Background: an optimization exercise with open tools, aiming at small area, a short achievable clock period and few clock cycles. Do not read the settings as production practice. The RTL was checked by simulation tests, not by an equivalence proof against the original design.

Setup of rev 12:
==> flow/design.v <==
package hostPkg;
	typedef logic [10:0] memAddrT;
	typedef logic [31:0] hostWordT;
	typedef logic [7:0] regAddrT;
	localparam regAddrT lengthRegIndex = 8'd0;
	localparam regAddrT multiplierRegIndex = 8'd1;
	localparam memAddrT cycleCountAddress = 11'd2047;
	localparam memAddrT maxLength = 11'd2047;
	localparam int fifoLogDepth = 5;
	typedef logic [fifoLogDepth:0] fifoCountT;
	typedef enum logic [1:0] {decodeIdle, decodeFetching, decodeRunning} decodeStateT;
	typedef enum logic [1:0] {writerStreaming, writerReporting, writerFinishing} writerStateT;
endpackage
package gfMathPkg;
	typedef logic [7:0] gfElemT;
	localparam int laneCount = 4;
	typedef logic [laneCount*8-1:0] gfWordT;
	localparam logic [8:0] fieldPoly = 9'h11B;
endpackage
`timescale 1ns/1ps
module gfStreamTop #(
	parameter int slotCount = 4
) (
	input logic clk,
	input logic reset,
	input logic runValue,
	output logic runClear,
	output logic regReq,
	input logic regAck,
	output hostPkg::regAddrT regAddr,
	input logic regReadValid,
	input hostPkg::hostWordT regReadData,
	output logic inReadReq,
	input logic inReadAck,
	output hostPkg::memAddrT inReadAddr,
	input logic inReadValid,
	input hostPkg::hostWordT inReadData,
	output logic outWriteReq,
	input logic outWriteAck,
	output hostPkg::memAddrT outWriteAddr,
	output hostPkg::hostWordT outWriteData
);
	localparam int ptrBits = (slotCount > 8) ? 4 : (slotCount > 4) ? 3 : (slotCount > 2) ? 2 : 1;
	localparam int creditLimit = slotCount + 1;
	localparam int usedBits = (creditLimit > 15) ? 5 : (creditLimit > 7) ? 4 : (creditLimit > 3) ? 3 : 2;
	function automatic logic [7:0] xtime(input logic [7:0] x);
		xtime = {x[6:0], 1'b0} ^ (x[7] ? 8'h1b : 8'h00);
	endfunction
	function automatic logic [ptrBits-1:0] ptrNext(input logic [ptrBits-1:0] p);
		ptrNext = (p == ptrBits'(slotCount - 1)) ? '0 : p + 1'b1;
	endfunction
	logic busy;
	logic regAddrBit;
	logic lengthSeen;
	logic multSeen;
	logic lengthJust;
	logic multJust;
	logic satHigh;
	logic satLow;
	logic rawNonZero;
	logic rawOne;
	logic [10:0] lastPrior;       
	logic lengthZero;
	logic lengthOne;
	logic [7:0] mulEven [0:3];    
	logic [7:0] mulPow [0:7];     
	logic [31:0] cycleCount;
	logic multArrive;
	logic lengthNonZero;
	logic multReady;
	assign multArrive = busy && regReadValid && lengthSeen && !multSeen;
	logic rawSat;
	assign rawSat = satHigh || satLow;
	assign lengthNonZero = lengthJust ? (rawSat || rawNonZero) : !lengthZero;
	logic lengthIsOne;
	assign lengthIsOne = lengthJust ? (!rawSat && rawOne) : lengthOne;
	assign multReady = multSeen && !multJust;
	assign regAddr = {7'b0, regAddrBit};
	always_ff @(posedge clk) begin
		satHigh <= |regReadData[31:22];
		satLow <= |regReadData[21:11];
		rawNonZero <= |regReadData[10:0];
		rawOne <= (regReadData[10:0] == 11'd1);
		if (!multSeen) begin
			mulEven[0] <= regReadData[7:0];
		end
		for (int i = 1; i < 4; i++) begin
			logic [7:0] power;
			power = mulEven[0];
			for (int j = 0; j < 2*i; j++) power = xtime(power);
			mulEven[i] <= power;
		end
		if (!lengthSeen) begin
			lastPrior <= regReadData[10:0];
		end else if (lengthJust) begin
			lastPrior <= rawSat ? 11'd2045 : lastPrior - 11'd2;
		end
		if (lengthJust) begin
			lengthZero <= !(rawSat || rawNonZero);
			lengthOne <= !rawSat && rawOne;
		end
		cycleCount <= multJust ? 32'd1 : cycleCount + 32'd1;
	end
	always_comb begin
		for (int i = 0; i < 4; i++) begin
			mulPow[2*i] = mulEven[i];
			mulPow[2*i+1] = xtime(mulEven[i]);
		end
	end
	logic [31:0] product;
	always_comb begin
		for (int lane = 0; lane < 4; lane++) begin
			logic [7:0] acc;
			acc = '0;
			for (int i = 0; i < 8; i++) begin
				acc = acc ^ (inReadData[lane*8 + i] ? mulPow[i] : 8'h00);
			end
			product[lane*8 +: 8] = acc;
		end
	end
	logic [31:0] slot [0:slotCount-1];
	logic [ptrBits-1:0] writePtr;
	logic [ptrBits-1:0] readPtr;
	logic [ptrBits:0] fill;
	logic bufEmpty;
	logic bufFull;
	always_ff @(posedge clk) begin
		for (int k = 0; k < slotCount; k++) begin
			if (!bufFull && writePtr == ptrBits'(k)) begin
				slot[k] <= product;
			end
		end
	end
	logic readAccept;
	logic writeAccept;
	logic writeFree;
	logic readAtLast;     
	logic outAtLast;      
	logic outIsCount;
	logic outFree;
	logic loadWord;
	logic takeSlot;
	logic pushSlot;
	logic lastWrite;
	logic countWait;      
	logic loadCount;
	logic [31:0] nextWord;
	assign readAccept = inReadReq && inReadAck;
	assign writeAccept = outWriteReq && outWriteAck;
	assign writeFree = writeAccept && !outIsCount;
	assign outFree = !outWriteReq || writeFree;
	assign loadWord = outFree && (!bufEmpty || inReadValid);
	assign takeSlot = loadWord && !bufEmpty;
	assign pushSlot = inReadValid && !bufEmpty || inReadValid && !outFree;
	assign nextWord = bufEmpty ? product : slot[readPtr];
	assign lastWrite = writeFree && outAtLast;
	assign loadCount = lastWrite || (countWait && multReady && !outWriteReq);
	logic readPhase;
	logic [usedBits-1:0] used;
	always_ff @(posedge clk) begin
		if (reset) begin
			busy <= 1'b0;
			regReq <= 1'b0;
			regAddrBit <= 1'b0;
			lengthSeen <= 1'b0;
			multSeen <= 1'b0;
			lengthJust <= 1'b0;
			multJust <= 1'b0;
			readPhase <= 1'b0;
			inReadReq <= 1'b0;
			inReadAddr <= '0;
			used <= '0;
			writePtr <= '0;
			readPtr <= '0;
			fill <= '0;
			bufEmpty <= 1'b1;
			bufFull <= 1'b0;
			outWriteReq <= 1'b0;
			outIsCount <= 1'b0;
			outWriteAddr <= '1;
			countWait <= 1'b0;
			runClear <= 1'b0;
		end else begin
			runClear <= 1'b0;
			lengthJust <= busy && regReadValid && !lengthSeen;
			multJust <= multArrive;
			if (!busy) begin
				if (runValue && !runClear) begin
					busy <= 1'b1;
					regReq <= 1'b1;
					regAddrBit <= 1'b0;
				end
				lengthSeen <= 1'b0;
				multSeen <= 1'b0;
				inReadAddr <= '0;
				outWriteAddr <= '1;
			end else begin
				if (regReq && regAck) begin
					if (!regAddrBit) regAddrBit <= 1'b1;
					else regReq <= 1'b0;
				end
				if (regReadValid) begin
					lengthSeen <= 1'b1;
					if (lengthSeen) multSeen <= 1'b1;
				end
			end
			if (readAccept && !writeFree) used <= used + 1'b1;
			if (writeFree && !readAccept) used <= used - 1'b1;
			if (readAccept) readAtLast <= (inReadAddr == lastPrior);
			if (multArrive) begin
				readAtLast <= lengthIsOne;
				readPhase <= lengthNonZero;
				inReadReq <= lengthNonZero;
				countWait <= !lengthNonZero;
			end else if (inReadReq && !inReadAck) begin
				inReadReq <= 1'b1;
			end else if (readAccept) begin
				inReadAddr <= inReadAddr + 1'b1;
				if (readAtLast) begin
					readPhase <= 1'b0;
					inReadReq <= 1'b0;
				end else begin
					inReadReq <= writeFree ? (used <= usedBits'(creditLimit - 1))
					                       : (used <= usedBits'(creditLimit - 2));
				end
			end else begin
				inReadReq <= readPhase && (writeFree || (used <= usedBits'(creditLimit - 1)));
			end
			if (pushSlot) writePtr <= ptrNext(writePtr);
			if (takeSlot) readPtr <= ptrNext(readPtr);
			if (pushSlot && !takeSlot) begin
				fill <= fill + 1'b1;
				bufEmpty <= 1'b0;
				bufFull <= (fill == (ptrBits+1)'(slotCount - 1));
			end
			if (takeSlot && !pushSlot) begin
				fill <= fill - 1'b1;
				bufEmpty <= (fill == (ptrBits+1)'(1));
				bufFull <= 1'b0;
			end
			if (loadCount) begin
				countWait <= 1'b0;
				outWriteReq <= 1'b1;
				outIsCount <= 1'b1;
				outWriteAddr <= '1;
			end else if (loadWord) begin
				outWriteReq <= 1'b1;
				outWriteAddr <= outWriteAddr + 1'b1;
				outAtLast <= (outWriteAddr == lastPrior);
			end else if (writeAccept) begin
				outWriteReq <= 1'b0;
				if (outIsCount) begin
					outIsCount <= 1'b0;
					runClear <= 1'b1;
					busy <= 1'b0;
				end
			end
		end
	end
	always_ff @(posedge clk) begin
		if (loadCount) begin
			outWriteData <= cycleCount;
		end else if (loadWord) begin
			outWriteData <= nextWord;
		end
	end
endmodule
==> flow/config.mk <==
export PLATFORM = sky130hd
export DESIGN_NAME = gfStreamTop
export DESIGN_NICKNAME = gfStreamTop
export VERILOG_FILES = /design/flow/design.v
export SDC_FILE = /design/flow/constraint.sdc
export NUM_CORES = 4
export LEC_CHECK = 0
export CAP_MARGIN = 0
export CORE_MARGIN = 2
export CORE_UTILIZATION = 60
export CTS_BUF_LIST = sky130_fd_sc_hd__clkbuf_4 sky130_fd_sc_hd__clkbuf_8
export GPL_TIMING_DRIVEN = 0
export SETUP_SLACK_MARGIN = 2.45
export SLEW_MARGIN = 0
==> flow/constraint.sdc <==
create_clock -name core_clock -period 4.5 [get_ports {clk}]
set_input_delay 0.9000 -clock core_clock [delete_from_list [all_inputs] [get_ports {clk}]]
set_output_delay 0.9000 -clock core_clock [all_outputs]
set_load 0.01 [all_outputs]
standard.sh (not shown) runs the stock make flow with config.mk's settings and CLKGATE_MAP_FILE= SYNTH_SCRIPT=/design/flow/synth_recipe.tcl, a recipe that flattens the netlist after the stock synthesis.
==> flow/flow/run.sh <==
#!/bin/bash
# Standard layout with resizer and clock tree changes: port buffers are
# plain buffers instead of delay cells, resizing may change a cell's
# footprint, and the clock tree gets no dummy loads.
set -o pipefail
bash standard.sh MATCH_CELL_FOOTPRINT=0 \
	"BUFFER_PORTS_ARGS=-buffer_cell sky130_fd_sc_hd__buf_2" \
	"CTS_ARGS=-sink_clustering_enable -repair_clock_nets -dont_use_dummy_load -buf_list {sky130_fd_sc_hd__clkbuf_4 sky130_fd_sc_hd__clkbuf_8}" \
	finish > flow_make.log 2>&1
Testbench counts of rev 12, summed over its fixed seeds: cycles 52,628.
[inputs] rev 13 vs rev 12
- PLACE_DENSITY now 0.75, previously not set
- GPL_TIMING_DRIVEN no longer set, was 0
==> comparison <==
- Summary of rev 13 over rev 12: core utilization went down; sequential share of layout area went up; amount of wire on met2 after detailed routing went up.

==> port drivers added, routing unchanged <==
In the flow no input, the clock included, has a driving cell. The finished layouts below were timed again as built, in two steps. Step 1 (the two cells are an assumption about what drives the block):
set clk [get_ports {clk}]
set_driving_cell -lib_cell sky130_fd_sc_hd__clkbuf_16 $clk
set_driving_cell -lib_cell sky130_fd_sc_hd__buf_2 [delete_from_list [all_inputs] $clk]
Step 2 adds t to the input delays and takes it off the output delays; t is the mean of the earliest and latest rising clock arrival at the registers after step 1. Input paths then give back, and output paths get back, about the clock's delay inside the block. Three values: ideal ports, drivers, drivers and shift; two values: the first two.
run | shift t [ns] | setup slack, ns | worst data-port slew with drivers (ns)
rev 12 | 0.583 | 2.429 / 2.429 / 1.918 | 0.06
rev 13 | 0.592 | 2.318 / 2.318 / 1.842 | 0.06
After both steps every run listed still meets setup and hold. The setup slack of rev 12, which loses most, moves by 0.000 ns with the drivers and by -0.511 ns with both steps.
